This is an optimization exercise on Yosys and OpenROAD, whose aim is small area, a short achievable clock period and few clock cycles per item, not a production implementation.
The RTL was checked by simulation tests, not by an equivalence proof against the original design.
Power is estimated from default activity; no workload was simulated.

==> flow/design.v <==
`default_nettype none
package cpu_pkg;
    typedef logic [32-1:0] word_t;
    typedef logic [12-1:0] addr_t;
    typedef logic [4-1:0] reg_idx_t;
    typedef enum logic [3:0] {
        op_nop = 4'd0,
        op_ld  = 4'd1,
        op_str = 4'd2,
        op_bra = 4'd3,
        op_xor = 4'd4,
        op_add = 4'd5,
        op_rot = 4'd6,
        op_shf = 4'd7,
        op_hlt = 4'd8,
        op_cmp = 4'd9
    } opcode_e;
    typedef enum logic [3:0] {
        cond_always   = 4'd0,
        cond_parity   = 4'd1,
        cond_even     = 4'd2,
        cond_carry    = 4'd3,
        cond_negative = 4'd4,
        cond_zero     = 4'd5,
        cond_no_carry = 4'd6,
        cond_positive = 4'd7
    } cond_e;
    typedef enum logic [2:0] {
        st_restart,
        st_fetch,
        st_decode,
        st_execute,
        st_memory,
        st_writeback,
        st_halted
    } stage_e;
    typedef struct packed {
        opcode_e opcode;
        cond_e   cond;      
        addr_t   addr_hi;   
        addr_t   addr_lo;   
    } instr_t;
    typedef struct packed {
        logic  en;
        logic  write;
        addr_t addr;
        word_t wdata;
    } mem_req_t;
    typedef struct packed {
        logic zero;
        logic negative;
        logic even;
        logic parity;
        logic carry;
    } flags_t;
    function automatic logic is_alu_op(opcode_e op);
        logic alu;
        case (op)
            4'd4, 4'd5, 4'd6, 4'd7, 4'd9: alu = 1'b1;   
            default: alu = 1'b0;
        endcase
        is_alu_op = alu;
    endfunction
endpackage
`default_nettype wire
`default_nettype none
module cpu_regfile (
    input  wire logic              clk,
    input  wire logic              wr_en,
    input  wire cpu_pkg::reg_idx_t wr_idx,
    input  wire cpu_pkg::word_t    wr_data,
    input  wire cpu_pkg::reg_idx_t rd_idx_a,
    input  wire cpu_pkg::reg_idx_t rd_idx_b,
    output cpu_pkg::word_t         rd_data_a,
    output cpu_pkg::word_t         rd_data_b
);
    cpu_pkg::word_t regs [16];
    always_ff @(posedge clk)
    begin
        if (wr_en)
        begin
            regs[wr_idx] <= wr_data;
        end
    end
    assign rd_data_a = regs[rd_idx_a];
    assign rd_data_b = regs[rd_idx_b];
endmodule
`default_nettype wire
`default_nettype none
module cpu_alu (
    input  wire cpu_pkg::word_t op1,
    input  wire cpu_pkg::word_t op2,       
    input  wire logic           s_xor,
    input  wire logic           s_add,
    input  wire logic           s_cmp,
    input  wire logic           s_rot,
    input  wire logic           s_shf,
    output cpu_pkg::word_t      result,
    output logic                carry
);
    logic [3:0]           amt;
    logic                 left;
    logic [4:0]           k;
    logic [32:0] sum;
    logic [2*32-1:0] rot2;
    cpu_pkg::word_t       rot;
    cpu_pkg::word_t       mask;
    cpu_pkg::word_t       rmask;
    logic [32:0] shl;
    always_comb
    begin
        amt  = op1[3:0];
        left = op1[4];
        sum  = {1'b0, op1 ^ {32{s_cmp}}} + {1'b0, op2} + {{32{1'b0}}, s_cmp};
        k    = left ? (5'd0 - {1'b0, amt}) : {1'b0, amt};
        rot2 = {op2, op2} >> k;
        rot  = rot2[32-1:0];
        mask = left ? ({32{1'b1}} << amt) : ({32{1'b1}} >> amt);
        rmask = s_rot ? {32{1'b1}} : (s_shf ? mask : '0);
        shl  = {1'b0, op2} << amt;           
        result = ({32{s_xor}} & (op1 ^ op2))
               | ({32{s_add | s_cmp}} & sum[32-1:0])
               | (rot & rmask);
        carry  = (s_add & sum[32]) | (s_shf & left & shl[32]);
    end
endmodule
`default_nettype wire
`default_nettype none
module cpu_status (
    input  wire cpu_pkg::flags_t flags,
    input  wire logic [7:0]      cond_hot,
    output logic                 branch_taken
);
    logic [7:0] hold;
    always_comb
    begin
        hold[0] = 1'b1;                               
        hold[1] = flags.parity;                       
        hold[2] = flags.even;                         
        hold[3] = flags.carry;                        
        hold[4] = flags.negative;                     
        hold[5] = flags.zero;                         
        hold[6] = ~flags.carry;                       
        hold[7] = ~(flags.negative | flags.zero);     
        branch_taken = |(hold & cond_hot);
    end
endmodule
`default_nettype wire
`default_nettype none
module cpu_control (
    input  wire logic              clk,
    input  wire logic              reset,
    input  wire cpu_pkg::word_t    rdata,
    output cpu_pkg::mem_req_t      mem_req,
    output cpu_pkg::reg_idx_t      rd_idx_a,
    output cpu_pkg::reg_idx_t      rd_idx_b,
    input  wire cpu_pkg::word_t    rd_data_a,
    input  wire cpu_pkg::word_t    rd_data_b,
    output logic                   wr_en,
    output cpu_pkg::reg_idx_t      wr_idx,
    output cpu_pkg::word_t         wr_data,
    output cpu_pkg::word_t         op1,
    output cpu_pkg::word_t         op2,
    output logic                   s_xor,
    output logic                   s_add,
    output logic                   s_cmp,
    output logic                   s_rot,
    output logic                   s_shf,
    input  wire cpu_pkg::word_t    alu_result,
    input  wire logic              alu_carry,
    output cpu_pkg::flags_t        flags,
    output logic [7:0]             cond_hot,
    input  wire logic              branch_taken
);
    logic            run;         
    logic            halted;
    cpu_pkg::addr_t  fpc;         
    logic            f_v;         
    logic            ir_v;
    cpu_pkg::instr_t ir;
    logic              e_v;
    logic              e_ld;
    logic              e_str;
    logic              e_bra;
    logic              e_hlt;
    logic              e_alu;
    cpu_pkg::reg_idx_t e_dest;    
    cpu_pkg::reg_idx_t e_aidx;
    logic              e_areg;    
    logic              e_breg;    
    logic              pend;
    cpu_pkg::reg_idx_t pdest;
    logic       d_ld, d_str, d_bra, d_hlt;
    logic       d_xor, d_add, d_rot, d_shf, d_cmp, d_alu;
    logic       a_imm;
    logic       b_reg;
    logic [7:0] d_cond_hot;
    logic       byp_a, byp_b;
    cpu_pkg::word_t op1_next, op2_next;
    logic       e_ok, e_wr, do_ld, do_st, do_br, do_hlt, use_e, req_en, fetch;
    cpu_pkg::addr_t req_addr;
    always_comb
    begin
        d_ld  = (ir.opcode == cpu_pkg::op_ld);
        d_str = (ir.opcode == cpu_pkg::op_str);
        d_bra = (ir.opcode == cpu_pkg::op_bra);
        d_hlt = (ir.opcode == cpu_pkg::op_hlt);
        d_xor = (ir.opcode == cpu_pkg::op_xor);
        d_add = (ir.opcode == cpu_pkg::op_add);
        d_rot = (ir.opcode == cpu_pkg::op_rot);
        d_shf = (ir.opcode == cpu_pkg::op_shf);
        d_cmp = (ir.opcode == cpu_pkg::op_cmp);
        d_alu = d_xor | d_add | d_rot | d_shf | d_cmp;
        a_imm = ir.cond[3] | d_ld | d_bra;
        b_reg = d_alu & ~d_cmp & ~ir.cond[2];
        d_cond_hot = ir.cond[3] ? 8'd0 : (8'd1 << ir.cond[2:0]);
    end
    assign rd_idx_a = ir.addr_hi[4-1:0];
    assign rd_idx_b = ir.addr_lo[4-1:0];
    always_comb
    begin
        e_ok   = e_v & ~pend & ~halted;
        e_wr   = e_ok & e_alu;
        do_ld  = e_ok & e_ld;
        do_st  = e_ok & e_str;
        do_br  = e_ok & e_bra & branch_taken;
        do_hlt = e_ok & e_hlt;
        use_e  = do_ld | do_st | do_br;
        req_en = run & ~halted & ~do_hlt;
        req_addr = use_e ? (e_str ? op2[12-1:0] : op1[12-1:0]) : fpc;
        fetch  = req_en & ~do_ld & ~do_st;
        byp_a = e_wr & (e_dest == ir.addr_hi[4-1:0]);
        byp_b = e_wr & (e_dest == ir.addr_lo[4-1:0]);
        op1_next = a_imm ? {{(32-12){1'b0}}, ir.addr_hi}
                         : (byp_a ? alu_result : rd_data_a);
        op2_next = b_reg ? (byp_b ? alu_result : rd_data_b)
                         : (d_str ? {{(32-12){1'b0}}, ir.addr_lo} : '0);
    end
    assign mem_req = {req_en, do_st, req_addr, op1};   
    assign wr_en   = e_wr | pend;
    assign wr_idx  = pend ? pdest : e_dest;
    assign wr_data = pend ? rdata : alu_result;
    logic [7:0] cond_hot_q;
    assign cond_hot = cond_hot_q;
    always_ff @(posedge clk)
    begin
        if (reset)
        begin
            run    <= 1'b0;
            halted <= 1'b0;
            fpc    <= cpu_pkg::addr_t'(3);
            f_v    <= 1'b0;
            ir_v   <= 1'b0;
            e_v    <= 1'b0;
            pend   <= 1'b0;
        end
        else
        begin
            run    <= 1'b1;
            halted <= halted | do_hlt;
            if (fetch)
            begin
                fpc <= req_addr + 1'b1;
            end
            f_v  <= fetch;
            pend <= do_ld;
            if (f_v & ~do_br)
            begin
                ir_v <= 1'b1;
            end
            else if (~pend)
            begin
                ir_v <= 1'b0;
            end
            if (~pend)
            begin
                e_v <= ir_v & ~do_br;
            end
        end
    end
    always_ff @(posedge clk)
    begin
        if (f_v & ~do_br)
        begin
            ir <= cpu_pkg::instr_t'(rdata);
        end
        if (do_ld)
        begin
            pdest <= e_dest;
        end
        if (~pend)
        begin
            e_ld   <= d_ld;
            e_str  <= d_str;
            e_bra  <= d_bra;
            e_hlt  <= d_hlt;
            e_alu  <= d_alu;
            s_xor  <= d_xor;
            s_add  <= d_add;
            s_rot  <= d_rot;
            s_shf  <= d_shf;
            s_cmp  <= d_cmp;
            cond_hot_q <= d_cond_hot;
            e_dest <= ir.addr_lo[4-1:0];
            e_aidx <= ir.addr_hi[4-1:0];
            e_areg <= ~a_imm;
            e_breg <= b_reg;
            op1    <= op1_next;
            op2    <= op2_next;
        end
        else
        begin
            if (e_areg && e_aidx == pdest)
            begin
                op1 <= rdata;
            end
            if (e_breg && e_dest == pdest)
            begin
                op2 <= rdata;
            end
        end
    end
    always_ff @(posedge clk)
    begin
        if (reset)
        begin
            flags <= 5'b10100;    
        end
        else if (e_wr)
        begin
            flags.zero     <= (alu_result == '0);
            flags.negative <= alu_result[32-1];
            flags.even     <= ~alu_result[0];
            flags.parity   <= ^alu_result;
            flags.carry    <= alu_carry;
        end
    end
endmodule
`default_nettype wire
`default_nettype none
module cpu_top (
    input  wire logic              clk,
    input  wire logic              reset,
    input  wire cpu_pkg::word_t    rdata,
    output cpu_pkg::mem_req_t      mem_req
);
    cpu_pkg::reg_idx_t rd_idx_a;
    cpu_pkg::reg_idx_t rd_idx_b;
    cpu_pkg::word_t    rd_data_a;
    cpu_pkg::word_t    rd_data_b;
    logic              wr_en;
    cpu_pkg::reg_idx_t wr_idx;
    cpu_pkg::word_t    wr_data;
    cpu_pkg::word_t    op1;
    cpu_pkg::word_t    op2;
    logic              s_xor, s_add, s_cmp, s_rot, s_shf;
    cpu_pkg::word_t    alu_result;
    logic              alu_carry;
    cpu_pkg::flags_t   flags;
    logic [7:0]        cond_hot;
    logic              branch_taken;
    cpu_control i_cpu_control (
        .clk          (clk),
        .reset        (reset),
        .rdata        (rdata),
        .mem_req      (mem_req),
        .rd_idx_a     (rd_idx_a),
        .rd_idx_b     (rd_idx_b),
        .rd_data_a    (rd_data_a),
        .rd_data_b    (rd_data_b),
        .wr_en        (wr_en),
        .wr_idx       (wr_idx),
        .wr_data      (wr_data),
        .op1          (op1),
        .op2          (op2),
        .s_xor        (s_xor),
        .s_add        (s_add),
        .s_cmp        (s_cmp),
        .s_rot        (s_rot),
        .s_shf        (s_shf),
        .alu_result   (alu_result),
        .alu_carry    (alu_carry),
        .flags        (flags),
        .cond_hot     (cond_hot),
        .branch_taken (branch_taken)
    );
    cpu_regfile i_cpu_regfile (
        .clk       (clk),
        .wr_en     (wr_en),
        .wr_idx    (wr_idx),
        .wr_data   (wr_data),
        .rd_idx_a  (rd_idx_a),
        .rd_idx_b  (rd_idx_b),
        .rd_data_a (rd_data_a),
        .rd_data_b (rd_data_b)
    );
    cpu_alu i_cpu_alu (
        .op1    (op1),
        .op2    (op2),
        .s_xor  (s_xor),
        .s_add  (s_add),
        .s_cmp  (s_cmp),
        .s_rot  (s_rot),
        .s_shf  (s_shf),
        .result (alu_result),
        .carry  (alu_carry)
    );
    cpu_status i_cpu_status (
        .flags        (flags),
        .cond_hot     (cond_hot),
        .branch_taken (branch_taken)
    );
endmodule
`default_nettype wire
==> flow/run.sh <==
#!/bin/bash
# synth_recipe.tcl (not shown) runs the flow's synth.tcl, then flattens the netlist and writes it again
# the make line also repeats each setting of config.mk as NAME=value (left out here)
make -C /OpenROAD-flow-scripts/flow DESIGN_CONFIG=/design/flow/config.mk WORK_HOME=/design/flow/orfs CLKGATE_MAP_FILE= SYNTH_SCRIPT=/design/flow/synth_recipe.tcl finish
==> flow/config.mk <==
export PLATFORM = sky130hd
export DESIGN_NAME = cpu_top
export DESIGN_NICKNAME = cpu_top
export VERILOG_FILES = /design/flow/design.v
export SDC_FILE = /design/flow/constraint.sdc
export NUM_CORES = 4
export LEC_CHECK = 0
export CAP_MARGIN = 20
export CORE_MARGIN = 2
export CORE_UTILIZATION = 40
export SLEW_MARGIN = 20
==> flow/constraint.sdc <==
create_clock -name core_clock -period 10.0 [get_ports {clk}]
set_input_delay 2.0000 -clock core_clock [delete_from_list [all_inputs] [get_ports {clk}]]
set_output_delay 2.0000 -clock core_clock [all_outputs]
set_load 0.01 [all_outputs]
==> run summary <==
worst register-to-register path: cells and delay by family, from the launching register on:
kind                     cells  cell delay, ns
flip-flops                   1            0.38
adder cells (fa/ha/maj)      2            0.81
multiplexers                 4            0.94
AO/OA/AOI/OAI                4            1.52
AND/OR/NAND/NOR              2            0.32
XOR/XNOR                     4            0.78
buffers and inverters        3            1.42
cells in the final DEF, fill, tap and decap left out, drive strengths merged, types with 61 or more instances in the layout:
cell | synthesis | routed
nand2 | 136 | 136
o21ai | 105 | 105
mux2i | 94 | 94
edfxtp | 640 | 640
xor2 | 96 | 96
buf | 56 | 61
a21oi | 109 | 109
nor2 | 121 | 121
mux4 | 357 | 357
clkdlybuf4s50 | 0 | 79
clkbuf | 102 | 88
routing by layer:
metal | up-vias | global-route usage, % | wire length [um]
li1 | 9521 | - | -
met1 | 12155 | 33.6 | 45800
met2 | 1275 | 41.5 | 57400
met3 | 215 | 3.87 | 9530
met4 | 0 | 9.63 | 4520
met5 | - | 0 | 0
area by class of cell:
class / instances / area [um^2]
clock buffer: 88 / 1850
timing repair buffer: 141 / 1300
antenna: 2 / 5.00
sequential: 671 / 19900
clock inverter: 35 / 360
fill: 7698 / 49000
tap: 1176 / 1470
multi-input combinational: 1420 / 15600
inverter: 47 / 178
cell families (layout without fill, tap and decap cells):
logic type / Yosys count / after routing / synth area share (%)
and+or+nand+nor: 364 / 364 / 4.47
xor gates and xnor gates: 128 / 128 / 3.14
DFF: 671 / 671 / 55.1
adders and majority gates: 60 / 60 / 2.11
buffers and inverters: 205 / 311 / 2.33
other: 0 / 2 / 0
muxes: 467 / 467 / 25.5
AOI/OAI and AO/OA: 401 / 401 / 7.36
synth_stat cells (all sizes together), types with 20 or more instances:
| cell | number | area share (%) |
|---|---|---|
| edfxtp | 640 | 53 |
| mux4 | 357 | 22 |
| nand2 | 136 | 1.4 |
| nor2 | 121 | 1.3 |
| a21oi | 109 | 1.5 |
| o21ai | 105 | 1.5 |
| clkbuf | 102 | 1.1 |
| xor2 | 96 | 2.3 |
| mux2i | 94 | 2.6 |
| ha | 59 | 2.1 |
| buf | 56 | 0.78 |
| inv | 45 | 0.47 |
| xnor2 | 32 | 0.80 |
| dfxtp | 31 | 1.7 |
| a221oi | 30 | 0.82 |
| nor3 | 26 | 0.36 |
| a21o | 21 | 0.44 |
| a211oi | 20 | 0.43 |
sequential cells by signal (all words and copies together) (netlist names), 4 cells and up, named ones only:
signal                    cells
i_cpu_control.flags           5
i_cpu_control.cond_hot_q      8
i_cpu_regfile.regs          512
i_cpu_control.fpc            12
i_cpu_control.e_dest          4
i_cpu_control.op2            32
i_cpu_control.op1            32
i_cpu_control.e_aidx          4
i_cpu_control.ir             32
i_cpu_control.pdest           4
per-stage QoR:
stage,utilization (%),std cells,area (um^2)
floorplan,-,2296,36000
global placement,42.7,3452,38300
detailed placement,42.8,3454,38300
CTS,45.2,3577,40500
global route,45.3,3578,40600
finish,45.3,3580,40600
path summary, 6_finish.rpt:
kind,endpoint,cells past startpoint,slack (ns)
setup / recovery,i_cpu_control.flags[1],19,3.71
hold / removal,i_cpu_control.ir_v,2,0.48
hold reg to reg,i_cpu_control.ir_v,2,0.48
setup reg to reg,i_cpu_control.flags[1],19,3.71
power breakdown:
group          switching [uW]  internal (uW)  leakage (uW)  total [uW]
Clock                    1110           1450       0.00108        2560
Combinational             604            474       0.00635        1080
Sequential               99.5           3140       0.00638        3240
==> out/results.ini <==
[run_status]
status = finished clean

[synth]
syn_area_mm2 = 0.0360
synth_cell_type_count = 78
syn-num-nets = 2390
netlist_instances = 2296
syn_area_per_cell_um2 = 15.7
ys.flop_type = edfxtp_1
synth-seq-cells = 671
synth_edf_count = 640
yosysSeqAreaShare_pct = 55.1
ys_async_sr_fraction_pct = 0
ys_warn_count = 4

[timing]
relSlewSlack_pct = 12.7
hold_ws_ns = 0.484
finalSetupViolations = 0
finalCriticalPeriod_ns = 6.29
rsz0062_at_grt = false
worstMarginPinSlew_ns = 1.31
slew_viol_final = 0
fin_ws_ns = 3.71
clock_skew_ns = 0.0255
setup_tns_ns = 0
timing.final.hold_violations = 0
timing.fmax_ghz = 0.159
period_share_pct = 62.9

[critical_path]
path_cells = buf_4 -> inv_2 -> ha_1 -> mux2i_4 -> buf_4 -> mux4_2 -> mux2i_1 -> mux2i_1 -> nand2_1 -> o21ai_1 -> a222oi_1 -> ha_1 -> xnor2_1 -> xnor2_1 -> xnor2_1 -> xnor2_1 -> and4_1 -> o2111ai_1 -> o311ai_1
reg2reg_from = i_cpu_control.op1[0]
critPathMaxFanout = 32
max_stage_delay_ns = 1.11
worstSetupStartpoint = i_cpu_control.op1[0]
critPathRequiredTime_ns = 10.49
end_kind = flip-flop
cp.arrival_ns = 6.79
cp_slowest_cell = a222oi_1
cp_common_cell = xnor2_1
path_buf_inv = 3
crit_path_start_kind = flip-flop
cp_top_family = compound AO/OA/AOI/OAI gates
crit_type = flip-flop to flip-flop

[floorplanning]
die_height_um = 304
dieArea_mm2 = 0.0924
ioPinCount = 80
rows = 110
dieWidth_um = 304
core_mm2 = 0.0896
start_util_pct = 40.2

[global_routing]
overflow = 0
antenna_found_initial = 0
grt_max_degree = 92
grt_pass1_vias = 23192
grt_usage_pct = 25.1
grt_pass1_wl_um = 168000

[layout]
nets = 2445
area_growth_pct = 12.8
final_layout_size_suffix_gt1_share_pct = 25.1

[clock_network]
cts-hold-fix-buffers = 0
clock_sinks = 671
cts_buffers = 70
post_cts_buffers = 0
htreeDepth = 3
clock-root-buffer = clkbuf_16
clock_tree.buffer_depth = 3
clk_latency_ns = 0.63
cts_tree = done
cts_resized = 0
clkSlewWorstSetupHoldPaths_ns = 0.06

[pwr]
power.density_mw_per_mm2 = 169
power.leakage_uw = 0.0138
ir_drop_mv = 0.118
total_power_uw = 6870

[placed_design]
pre_cts_slack_ns = 3.84
port_buffers = 79
hpwl_um = 75400
gp_routability_congestion = 0.950

[routing]
drtPass1Iterations = 6
drc = 0
drt_iter0_drc = 2830
wl_um = 117000
via_count = 23166
antenna_left = 0
avgViaCountPerCell = 6.47
routedWlPerCell_um = 32.8

[worst_hold_path]
min_from = i_cpu_control.ir_v
hp-class = flip-flop to flip-flop

[flow_run]
maxCapViolCount = 0

Testbench counts, summed over its fixed seeds: cycles 37,679, instructions 25,803.

## port drivers added, routing unchanged
In the flow no input, the clock included, has a driving cell. The finished layout below was timed again as built, in two steps. Step 1: set_driving_cell puts a clkbuf_16 on clk and a buf_2 on each other input, an assumption about the parent block. Step 2 times the ports against the registers' clock, not the clock port: input delays grow and output delays shrink by t, the midpoint of the rising clock arrivals with the driver on. Three values: ideal ports, drivers, drivers and shift; two values: the first two.
shift t [ns]: 0.682
slack for setup (ns): 3.709 / 3.709 / 3.709
worst hold slack (ns): 0.484 / 0.484 / 0.484
latest minus earliest clock arrival (ns): 0.030 / 0.030
worst slew at a driven data input, ns: 0.05
After both steps this run still meets setup and hold. The setup slack of this run moves by 0.000 ns with the drivers and by 0.000 ns with both steps.
